Context: an optimization exercise on an open-source flow, tuned for small area, a short achievable clock period and few clock cycles per item. The choices shown serve that exercise and are no tape-out recipe.
Function was checked by simulation only, so behaviour that the tests miss may differ from the original.
Power is estimated from default activity; no workload was simulated.

==> flow/design.v <==
`default_nettype none
package sw_pkg;
    localparam int REF_LEN      = 64;
    localparam int QUERY_LEN    = 48;
    localparam int PE_COUNT     = 4;
    localparam int STRIP_COUNT  = QUERY_LEN / PE_COUNT;
    localparam int SWEEP_CYCLES = REF_LEN + PE_COUNT - 1;
    localparam logic signed [7:0] MATCH_SCORE    = 8'sd2;
    localparam logic signed [7:0] MISMATCH_SCORE = -8'sd1;
    localparam logic signed [7:0] GAP_OPEN       = 8'sd2;
    localparam logic signed [7:0] GAP_EXTEND     = 8'sd1;
    localparam logic signed [7:0] NEG_INF        = -8'sd32;
endpackage
`default_nettype wire
`timescale 1ns/1ps
`default_nettype none
module sw_ctrl (
    input  logic clk,
    input  logic reset,
    input  logic valid_i,
    input  logic load_done_i,
    input  logic sweep_done_i,
    output logic load_en_o,
    output logic sweep_en_o,
    output logic finish_o
);
    typedef enum logic [1:0] {
        ST_IDLE,
        ST_LOAD,
        ST_SWEEP,
        ST_DONE
    } state_t;
    state_t state_q;
    state_t state_d;
    logic   finish_q;
    always_comb begin
        state_d = state_q;
        case (state_q)
            ST_IDLE:  if (valid_i) state_d = ST_LOAD;
            ST_LOAD:  if (load_done_i) state_d = ST_SWEEP;
            ST_SWEEP: if (sweep_done_i) state_d = ST_DONE;
            default:  state_d = ST_IDLE;
        endcase
    end
    always_ff @(posedge clk or posedge reset) begin
        if (reset) begin
            state_q  <= ST_IDLE;
            finish_q <= 1'b0;
        end else begin
            state_q  <= state_d;
            finish_q <= (state_q == ST_DONE);
        end
    end
    assign load_en_o  = (state_q == ST_LOAD) || ((state_q == ST_IDLE) && valid_i);
    assign sweep_en_o = (state_q == ST_SWEEP);
    assign finish_o   = finish_q;
endmodule
`default_nettype wire
`timescale 1ns/1ps
`default_nettype none
module sw_sweep_counter (
    input  logic       clk,
    input  logic       reset,
    input  logic       valid_i,
    input  logic       load_en_i,
    input  logic       sweep_en_i,
    output logic [6:0]   beat_o,
    output logic [6:0] tick_o,
    output logic [3:0] strip_o,
    output logic       load_done_o,
    output logic       strip_start_o,
    output logic       sweep_done_o
);
    logic [6:0]   beat_q;
    logic [6:0] tick_q;
    logic [3:0] strip_q;
    logic       last_tick;
    assign last_tick     = (tick_q == 7'(sw_pkg::SWEEP_CYCLES - 1));
    assign load_done_o   = load_en_i && valid_i && (beat_q == 7'(sw_pkg::REF_LEN - 1));
    assign strip_start_o = sweep_en_i && (tick_q == '0);
    assign sweep_done_o  = sweep_en_i && last_tick && (strip_q == 4'(sw_pkg::STRIP_COUNT - 1));
    always_ff @(posedge clk or posedge reset) begin
        if (reset) begin
            beat_q  <= '0;
            tick_q  <= '0;
            strip_q <= '0;
        end else if (load_en_i) begin
            if (valid_i) begin
                beat_q <= load_done_o ? '0 : beat_q + 1'b1;
            end
            tick_q  <= '0;
            strip_q <= '0;
        end else if (sweep_en_i) begin
            if (last_tick) begin
                tick_q  <= '0;
                strip_q <= sweep_done_o ? '0 : strip_q + 1'b1;
            end else begin
                tick_q <= tick_q + 1'b1;
            end
        end else begin
            beat_q  <= '0;
            tick_q  <= '0;
            strip_q <= '0;
        end
    end
    assign beat_o  = beat_q;
    assign tick_o  = tick_q;
    assign strip_o = strip_q;
endmodule
`default_nettype wire
`timescale 1ns/1ps
`default_nettype none
module sw_seq_store #(
    parameter int W     = 2,
    parameter int DEPTH = 64
) (
    input  logic         clk,
    input  logic         wr_en_i,
    input  logic [6:0]   wr_addr_i,
    input  logic [W-1:0] wr_data_i,
    input  logic [6:0]   rd_addr_i,
    output logic [W-1:0] rd_data_o
);
    localparam int AW = $clog2(DEPTH);
    logic [W-1:0] mem [DEPTH];
    always_ff @(posedge clk) begin
        if (wr_en_i && (wr_addr_i < DEPTH)) begin
            mem[wr_addr_i[AW-1:0]] <= wr_data_i;
        end
    end
    assign rd_data_o = (rd_addr_i < DEPTH) ? mem[rd_addr_i[AW-1:0]] : '0;
endmodule
`default_nettype wire
`timescale 1ns/1ps
`default_nettype none
module sw_pe (
    input  logic              clk,
    input  logic              reset,
    input  logic              valid_i,
    input  logic              first_i,    
    input  logic [1:0]        base_i,     
    input  logic signed [7:0] h_i,        
    input  logic signed [7:0] i_i,        
    input  logic [1:0]        query_base_i,
    input  logic [5:0]        query_pos_i,
    output logic              valid_o,
    output logic              first_o,
    output logic [1:0]        base_o,
    output logic signed [7:0] h_o,
    output logic signed [7:0] i_o,
    output logic signed [7:0] score_o,
    output logic [6:0]        ref_pos_o,
    output logic [5:0]        query_pos_o
);
    logic signed [7:0] diag_q;
    logic signed [7:0] left_h_q;
    logic signed [7:0] left_d_q;
    logic [6:0]        col_q;
    logic signed [7:0] diag;
    logic signed [7:0] left_h;
    logic signed [7:0] left_d;
    logic signed [7:0] sub;
    logic signed [7:0] diag_sum;
    logic signed [7:0] i_new;
    logic signed [7:0] d_new;
    logic signed [7:0] h_new;
    logic [6:0]        col;
    always_comb begin
        diag   = first_i ? 8'sd0 : diag_q;
        left_h = first_i ? 8'sd0 : left_h_q;
        left_d = first_i ? sw_pkg::NEG_INF : left_d_q;
        col    = first_i ? 7'd1 : col_q + 7'd1;
        sub = (base_i == query_base_i) ? sw_pkg::MATCH_SCORE : sw_pkg::MISMATCH_SCORE;
        if (h_i - sw_pkg::GAP_OPEN > i_i - sw_pkg::GAP_EXTEND)
            i_new = h_i - sw_pkg::GAP_OPEN;
        else
            i_new = i_i - sw_pkg::GAP_EXTEND;
        if (left_h - sw_pkg::GAP_OPEN > left_d - sw_pkg::GAP_EXTEND)
            d_new = left_h - sw_pkg::GAP_OPEN;
        else
            d_new = left_d - sw_pkg::GAP_EXTEND;
        diag_sum = diag + sub;
        h_new    = 8'sd0;
        if (diag_sum > h_new) h_new = diag_sum;
        if (i_new > h_new) h_new = i_new;
        if (d_new > h_new) h_new = d_new;
    end
    always_ff @(posedge clk or posedge reset) begin
        if (reset) begin
            valid_o     <= 1'b0;
            first_o     <= 1'b0;
            base_o      <= '0;
            h_o         <= '0;
            i_o         <= '0;
            score_o     <= '0;
            ref_pos_o   <= '0;
            query_pos_o <= '0;
            col_q       <= '0;
        end else begin
            valid_o     <= valid_i;
            first_o     <= first_i;
            base_o      <= base_i;
            h_o         <= h_new;
            i_o         <= i_new;
            score_o     <= '0;
            ref_pos_o   <= '0;
            query_pos_o <= '0;
            if (valid_i) begin
                col_q       <= col;
                score_o     <= h_new;
                ref_pos_o   <= col;
                query_pos_o <= query_pos_i;
            end
        end
    end
    always_ff @(posedge clk) begin
        if (valid_i) begin
            diag_q   <= h_i;
            left_h_q <= h_new;
            left_d_q <= d_new;
        end
    end
endmodule
`default_nettype wire
`timescale 1ns/1ps
`default_nettype none
module sw_pe_array #(
    parameter int P = sw_pkg::PE_COUNT
) (
    input  logic            clk,
    input  logic            reset,
    input  logic            sweep_en_i,
    input  logic            strip_start_i,
    input  logic [6:0]      tick_i,
    input  logic [3:0]      strip_i,
    input  logic [1:0]      ref_base_i,
    input  logic [1:0]      query_base_i,
    output logic [6:0]      ref_addr_o,
    output logic [6:0]      query_addr_o,
    output logic [21*P-1:0] result_o
);
    logic              l_valid [P+1];
    logic              l_first [P+1];
    logic [1:0]        l_base  [P+1];
    logic signed [7:0] l_h     [P+1];
    logic signed [7:0] l_i     [P+1];
    logic [1:0]        q_base_q [P];
    logic [15:0]       row_rd;
    logic [15:0]       row_wr;
    logic [6:0]        row_wr_addr;
    assign ref_addr_o   = tick_i;
    assign query_addr_o = 7'(strip_i * P + tick_i % P);
    always_ff @(posedge clk) begin
        for (int k = 0; k < P; k++) begin
            if (sweep_en_i && (tick_i == 7'(k))) begin
                q_base_q[k] <= query_base_i;
            end
        end
    end
    assign l_valid[0] = sweep_en_i && (tick_i < sw_pkg::REF_LEN);
    assign l_first[0] = strip_start_i;
    assign l_base[0]  = ref_base_i;
    assign l_h[0]     = (strip_i == '0) ? 8'sd0 : row_rd[15:8];
    assign l_i[0]     = (strip_i == '0) ? sw_pkg::NEG_INF : row_rd[7:0];
    for (genvar k = 0; k < P; k++) begin : g_pe
        logic [1:0] qbase;
        logic [5:0] qpos;
        assign qbase = (tick_i == 7'(k)) ? query_base_i : q_base_q[k];
        assign qpos  = 6'(strip_i * P + k + 1);
        sw_pe u_pe (
            .clk          (clk),
            .reset        (reset),
            .valid_i      (l_valid[k]),
            .first_i      (l_first[k]),
            .base_i       (l_base[k]),
            .h_i          (l_h[k]),
            .i_i          (l_i[k]),
            .query_base_i (qbase),
            .query_pos_i  (qpos),
            .valid_o      (l_valid[k+1]),
            .first_o      (l_first[k+1]),
            .base_o       (l_base[k+1]),
            .h_o          (l_h[k+1]),
            .i_o          (l_i[k+1]),
            .score_o      (result_o[21*k+13 +: 8]),
            .ref_pos_o    (result_o[21*k+6 +: 7]),
            .query_pos_o  (result_o[21*k +: 6])
        );
    end
    assign row_wr      = {l_h[P], l_i[P]};
    assign row_wr_addr = result_o[21*(P-1)+6 +: 7] - 7'd1;
    sw_seq_store #(
        .W     (16),
        .DEPTH (sw_pkg::REF_LEN)
    ) u_row_store (
        .clk       (clk),
        .wr_en_i   (l_valid[P]),
        .wr_addr_i (row_wr_addr),
        .wr_data_i (row_wr),
        .rd_addr_i (tick_i),
        .rd_data_o (row_rd)
    );
endmodule
`default_nettype wire
`timescale 1ns/1ps
`default_nettype none
module sw_max_tracker #(
    parameter int P = sw_pkg::PE_COUNT
) (
    input  logic            clk,
    input  logic            reset,
    input  logic            clear_i,
    input  logic [21*P-1:0] cand_i,
    output logic [20:0]     best_o
);
    logic [20:0] best_q;
    logic [20:0] pick;
    function automatic logic better(input logic [20:0] a, input logic [20:0] b);
        logic signed [7:0] sa;
        logic signed [7:0] sb;
        sa = a[20:13];
        sb = b[20:13];
        if (sa != sb) better = sa > sb;
        else if (a[5:0] != b[5:0]) better = a[5:0] < b[5:0];
        else better = a[12:6] < b[12:6];
    endfunction
    always_comb begin
        pick = best_q;
        for (int k = 0; k < P; k++) begin
            if ((cand_i[21*k +: 6] != '0) && better(cand_i[21*k +: 21], pick)) begin
                pick = cand_i[21*k +: 21];
            end
        end
    end
    always_ff @(posedge clk or posedge reset) begin
        if (reset) begin
            best_q <= '0;
        end else if (clear_i) begin
            best_q <= '0;
        end else begin
            best_q <= pick;
        end
    end
    assign best_o = best_q;
endmodule
`default_nettype wire
`timescale 1ns/1ps
`default_nettype none
module sw_top (
    input  logic        clk,
    input  logic        reset,
    input  logic        valid_i,
    input  logic [1:0]  ref_base_i,
    input  logic [1:0]  query_base_i,
    output logic        finish_o,
    output logic [20:0] result_o
);
    localparam int P = sw_pkg::PE_COUNT;
    logic             load_en;
    logic             sweep_en;
    logic             load_done;
    logic             sweep_done;
    logic             strip_start;
    logic             load_wr;
    logic             tracker_clear;
    logic [6:0]       beat;
    logic [6:0]       tick;
    logic [3:0]       strip;
    logic [6:0]       ref_addr;
    logic [6:0]       query_addr;
    logic [1:0]       ref_rd;
    logic [1:0]       query_rd;
    logic [21*P-1:0]  pe_res;
    assign load_wr       = valid_i && load_en;
    assign tracker_clear = strip_start && (strip == '0);
    sw_ctrl u_ctrl (
        .clk (clk), .reset (reset), .valid_i (valid_i),
        .load_done_i (load_done), .sweep_done_i (sweep_done),
        .load_en_o (load_en), .sweep_en_o (sweep_en), .finish_o (finish_o)
    );
    sw_sweep_counter u_counter (
        .clk (clk), .reset (reset), .valid_i (valid_i),
        .load_en_i (load_en), .sweep_en_i (sweep_en),
        .beat_o (beat), .tick_o (tick), .strip_o (strip),
        .load_done_o (load_done), .strip_start_o (strip_start),
        .sweep_done_o (sweep_done)
    );
    sw_seq_store #(.W (2), .DEPTH (sw_pkg::REF_LEN)) u_ref_store (
        .clk (clk), .wr_en_i (load_wr), .wr_addr_i (beat), .wr_data_i (ref_base_i),
        .rd_addr_i (ref_addr), .rd_data_o (ref_rd)
    );
    sw_seq_store #(.W (2), .DEPTH (sw_pkg::QUERY_LEN)) u_query_store (
        .clk (clk), .wr_en_i (load_wr), .wr_addr_i (beat), .wr_data_i (query_base_i),
        .rd_addr_i (query_addr), .rd_data_o (query_rd)
    );
    sw_pe_array #(.P (P)) u_array (
        .clk (clk), .reset (reset), .sweep_en_i (sweep_en), .strip_start_i (strip_start),
        .tick_i (tick), .strip_i (strip), .ref_base_i (ref_rd), .query_base_i (query_rd),
        .ref_addr_o (ref_addr), .query_addr_o (query_addr), .result_o (pe_res)
    );
    sw_max_tracker #(.P (P)) u_tracker (
        .clk (clk), .reset (reset), .clear_i (tracker_clear),
        .cand_i (pe_res), .best_o (result_o)
    );
endmodule
`default_nettype wire
==> flow/run.sh <==
#!/bin/bash
# synth_recipe.tcl (not shown) runs the flow's synth.tcl, then flattens the netlist and writes it again
# the make line also repeats each setting of config.mk as NAME=value (left out here)
make -C /OpenROAD-flow-scripts/flow DESIGN_CONFIG=/design/flow/config.mk WORK_HOME=/design/flow/orfs CLKGATE_MAP_FILE= SYNTH_SCRIPT=/design/flow/synth_recipe.tcl finish
==> flow/config.mk <==
export PLATFORM = sky130hd
export DESIGN_NAME = sw_top
export DESIGN_NICKNAME = sw_top
export VERILOG_FILES = /design/flow/design.v
export SDC_FILE = /design/flow/constraint.sdc
export NUM_CORES = 4
export LEC_CHECK = 0
export CAP_MARGIN = 20
export CORE_MARGIN = 2
export CORE_UTILIZATION = 40
export SLEW_MARGIN = 20
==> flow/constraint.sdc <==
create_clock -name core_clock -period 11.0 [get_ports {clk}]
set_input_delay 2.2000 -clock core_clock [delete_from_list [all_inputs] [get_ports {clk}]]
set_output_delay 2.2000 -clock core_clock [all_outputs]
set_load 0.01 [all_outputs]
==> notes.md <==
layout make-up:
class / count / area share
clock inverter: 86 / 0.01086
antenna: 1 / 0.00003157
inverter: 183 / 0.008760
timing repair buffer: 158 / 0.01820
multi-input combinational: 2337 / 0.2860
clock buffer: 214 / 0.05622
sequential: 1575 / 0.5832
tap: 2325 / 0.03670
Yosys cell counts (7+ instances only):
| cell | instances | area [um^2] |
|---|---|---|
| nor4_1 | 9 | 56.30 |
| nand3_1 | 61 | 305.3 |
| buf_2 | 26 | 130.1 |
| a22oi_1 | 11 | 82.58 |
| clkbuf_1 | 93 | 349.1 |
| a21o_1 | 49 | 367.9 |
| nor3b_1 | 10 | 75.07 |
| dfrtp_1 | 223 | 5580 |
| o21a_1 | 52 | 390.4 |
| and3_1 | 22 | 137.6 |
| or3_1 | 10 | 62.56 |
| buf_6 | 14 | 157.7 |
| xor2_1 | 60 | 525.5 |
| o21ai_0 | 82 | 410.4 |
| a21oi_1 | 127 | 635.6 |
| edfxtp_1 | 1352 | 40600 |
| mux2_2 | 38 | 427.9 |
| a22o_1 | 8 | 70.07 |
| nor2b_1 | 78 | 488.0 |
| mux4_2 | 380 | 8558 |
| buf_4 | 13 | 97.59 |
| nand3b_1 | 13 | 97.59 |
| inv_1 | 181 | 679.4 |
| a311oi_1 | 18 | 157.7 |
| nand4_1 | 25 | 156.4 |
| o211ai_1 | 7 | 52.55 |
| xnor2_1 | 66 | 578.1 |
| mux4_1 | 20 | 525.5 |
| nor2_1 | 393 | 1475 |
| a211oi_1 | 35 | 262.8 |
| ha_1 | 263 | 3291 |
| nand2b_1 | 44 | 275.3 |
| nand2_1 | 151 | 566.8 |
| and2_1 | 49 | 306.5 |
| buf_1 | 17 | 63.81 |
| mux2i_1 | 104 | 1041 |
| nor3_1 | 52 | 260.3 |
cells in the final DEF, fill, tap and decap left out, types with 60 or more instances in the layout:
cell type and n:
nand3_1 61, mux4_2 380, dfrtp_1 201, nor2b_1 78, clkbuf_16 168, nor2_1 356, nand2_1 151, buf_4 116
ha_1 263, o21ai_0 81, xor2_1 60, xnor2_1 66, a21oi_1 127, mux2i_1 103, edfxtp_1 1352, inv_1 180
worst paths after layout:
check	endpoint	slack, ns	cells after the start
min reg2reg	u_array.g_pe[2].u_pe.base_o[0]	0.40	0
min in group asynchronous	u_array.g_pe[1].u_pe.col_q[4]	1.89	2
max	u_array.g_pe[1].u_pe.left_h_q[5]	0.91	43
min	u_array.g_pe[2].u_pe.base_o[0]	0.40	0
max in group asynchronous	u_array.g_pe[3].u_pe.h_o[0]	7.82	3
max reg2reg	u_array.g_pe[1].u_pe.left_h_q[5]	0.91	43
cells by family after synthesis:
kind of cell,count (synthesis),synth area share
buffers and inverters,353,0.02269
adder cells (fa/ha/maj),263,0.04680
AND/OR/NAND/NOR,938,0.06308
multiplexers,542,0.1501
other,1,0.00005333
XOR/XNOR,131,0.01712
AO/OA/AOI/OAI,459,0.04345
flip-flops,1575,0.6567
report_power, final:
part	switching [mW]	internal, mW	leakage, nW
logic	6.58	4.55	9.69
clock network	2.34	3.14	2.60
registers	0.712	7.96	15.0
sequential cells by signal, summed over array words and instances, names as in the netlist, 32 cells and up:
signal and count:
u_array.u_row_store.mem 1024, u_array.g_pe.u_pe.score_o 32, u_array.g_pe.u_pe.diag_q 32, u_ref_store.mem 128
u_array.g_pe.u_pe.left_h_q 32, u_array.g_pe.u_pe.i_o 32, u_array.g_pe.u_pe.left_d_q 32, u_array.g_pe.u_pe.h_o 32
u_query_store.mem 96
metal layers:
layer  global-route usage  part of all wire  routed length [um]
met5                    0                 0                   0
met1               0.2672              0.45               75060
met2               0.3013              0.48               79760
met4              0.04537             0.019                3195
met3              0.02820             0.052                8622
critical path, delay by kind of cell (launching register included):
kind | cells | cell delay, ns
compound gates | 20 | 4.00
buf+inv | 4 | 0.72
fa+ha+maj | 3 | 0.89
xor+xnor | 2 | 0.58
simple gates | 10 | 1.20
flops | 1 | 0.75
mux | 4 | 1.65
metrics by stage:
step                area, um^2  power, mW  std cells
finish                   79270      25.28       6879
global route             79270      27.08       6879
CTS                      79240      25.46       6878
detailed placement       73920      19.90       6578
global placement         73880      19.76       6576
floorplan                70330      16.56       4265
==> impl_metrics.yaml <==
synthesis:
  post_synth_num_cell_types: 87
  seq_area_frac_synth: 0.6567
  synthesis.area_um2: 70320
  synth_cells: 4262
  synth-seq-cells: 1575
  synth_area_per_cell_um2: 16.50
  async_reset_ff_frac: 0.1416
  ys.flop_type: "edfxtp_1"
  yosysWarnings: 20
  synth-edff-count: 1352
grt:
  grtUsageTotal: 0.1869
  grt_max_degree: 115
  antenna_found_initial: 3
  grt-ovfl-total: 0
  grt_pass1_wl_um: 251300
  grt_pass1_vias: 38480
timing:
  finalCritPeriodShare: 0.9174
  hold_viol: 0
  slew_headroom: 0.2650
  period_needed_ns: 10.09
  clock.fmax_mhz: 99.09
  drv_slew: 0
  setup_ws_ns: 0.9085
  timing.hold.ws_ns: 0.3966
  setup_tns_ns: 0
  setup_viol: 0
  rsz0062_at_grt: "false"
  fin_skew_ns: 0.02935
  tightest_slew_ns: 1.103
detailed_routing:
  drc_errors: 0
  wire_per_inst_um: 24.22
  postRouteAntennaNets: 0
  first_pass_iters: 6
  vias: 37800
  drtIter0Drc: 3378
  drt-total-wl_um: 166600
  viasPerCell: 5.494
clocking:
  clock-sinks: 1575
  insertion_delay_ns: 0.80
  cts_root_buf: "clkbuf_16"
  cts_tree: "done"
  clk_pin_slew_ns: 0.06
  cts_made_buffers: 164
  ctsHoldBuffers: 0
  ctsHtreeMaxLevel: 4
  ctsLongestPathBuffers: 3
  cts_setup_buffers: 0
  cts-resized-gates: 0
place:
  gp_congestion: 0.8933
  dpl.hpwl_um: 106000
  pre_cts_ws_ns: 0.6486
  port_buffers: 28
worst_setup_path:
  rr_startpoint: "u_counter.tick_q[0]"
  critical_path.slowest_cell: "dfrtp_4"
  startpoint: "u_counter.tick_q[0]"
  cp_max_fo: 34
  cp_slowest_stage_delay_ns: 0.75
  path_common_cell: "o21a_1"
  crit_type: "flip-flop to flip-flop"
  cp-start-kind: "flip-flop"
  cp.arrival_ns: 10.61
  required_ns: 11.52
  end_kind: "flip-flop"
floorplanning:
  io_pins: 29
  die_h_um: 423.3
  die_w_um: 423.3
  dieArea_um2: 179200
  row_count: 153
  core-area_um2: 174200
  initial_core_util: 0.4036
final_layout:
  regArea_um2: 46230
  layout.nets: 4689
  multi_input_area_um2: 22670
  final_util: 0.4551
  syn_to_final_growth_pct: 12.74
  drive_above_1_share: 0.1909
  fill_cells: 15100
min_path:
  worstHoldPathType: "flip-flop to flip-flop"
  min-delay-start: "u_array.g_pe[1].u_pe.base_o[0]"
run_status:
  status: "no timing/DRC/antenna violations"
flow_run:
  drv_cap: 0
power:
  p_leak_nw: 27.28
  ir_drop_v: 0.0003175
  cellPowerDensity_nw_per_um2: 318.8
Testbench counts, summed over its fixed seeds: cycles 111,240, alignments 128.

-- afterwards: timing with drivers on the ports --
The results above use ideal ports. As a check the final layout listed here was re-extracted and re-timed, cells and wires unchanged.
Step 1 (the two cells are an assumption about what drives the block):
set clk [get_ports {clk}]
set_driving_cell -lib_cell sky130_fd_sc_hd__clkbuf_16 $clk
set_driving_cell -lib_cell sky130_fd_sc_hd__buf_2 [delete_from_list [all_inputs] $clk]
Step 2 adds t to the input delays and takes it off the output delays; t is the mean of the earliest and latest rising clock arrival at the registers after step 1. Input paths then give back, and output paths get back, about the clock's delay inside the block.
Three values: ideal ports, drivers, drivers and shift; two values: the first two.
shift t [ns]: 0.871
setup WS [ns]: 0.908 / 0.908 / 0.908
hold slack, ns: 0.397 / 0.397 / 0.397
slew at the worst register clock pin (ns): 0.07 / 0.07
worst data-port slew with drivers (ns): 0.13
After both steps setup and hold are still met in this run. For this run, drivers alone change the setup slack by 0.000 ns; drivers and shift together by 0.000 ns.
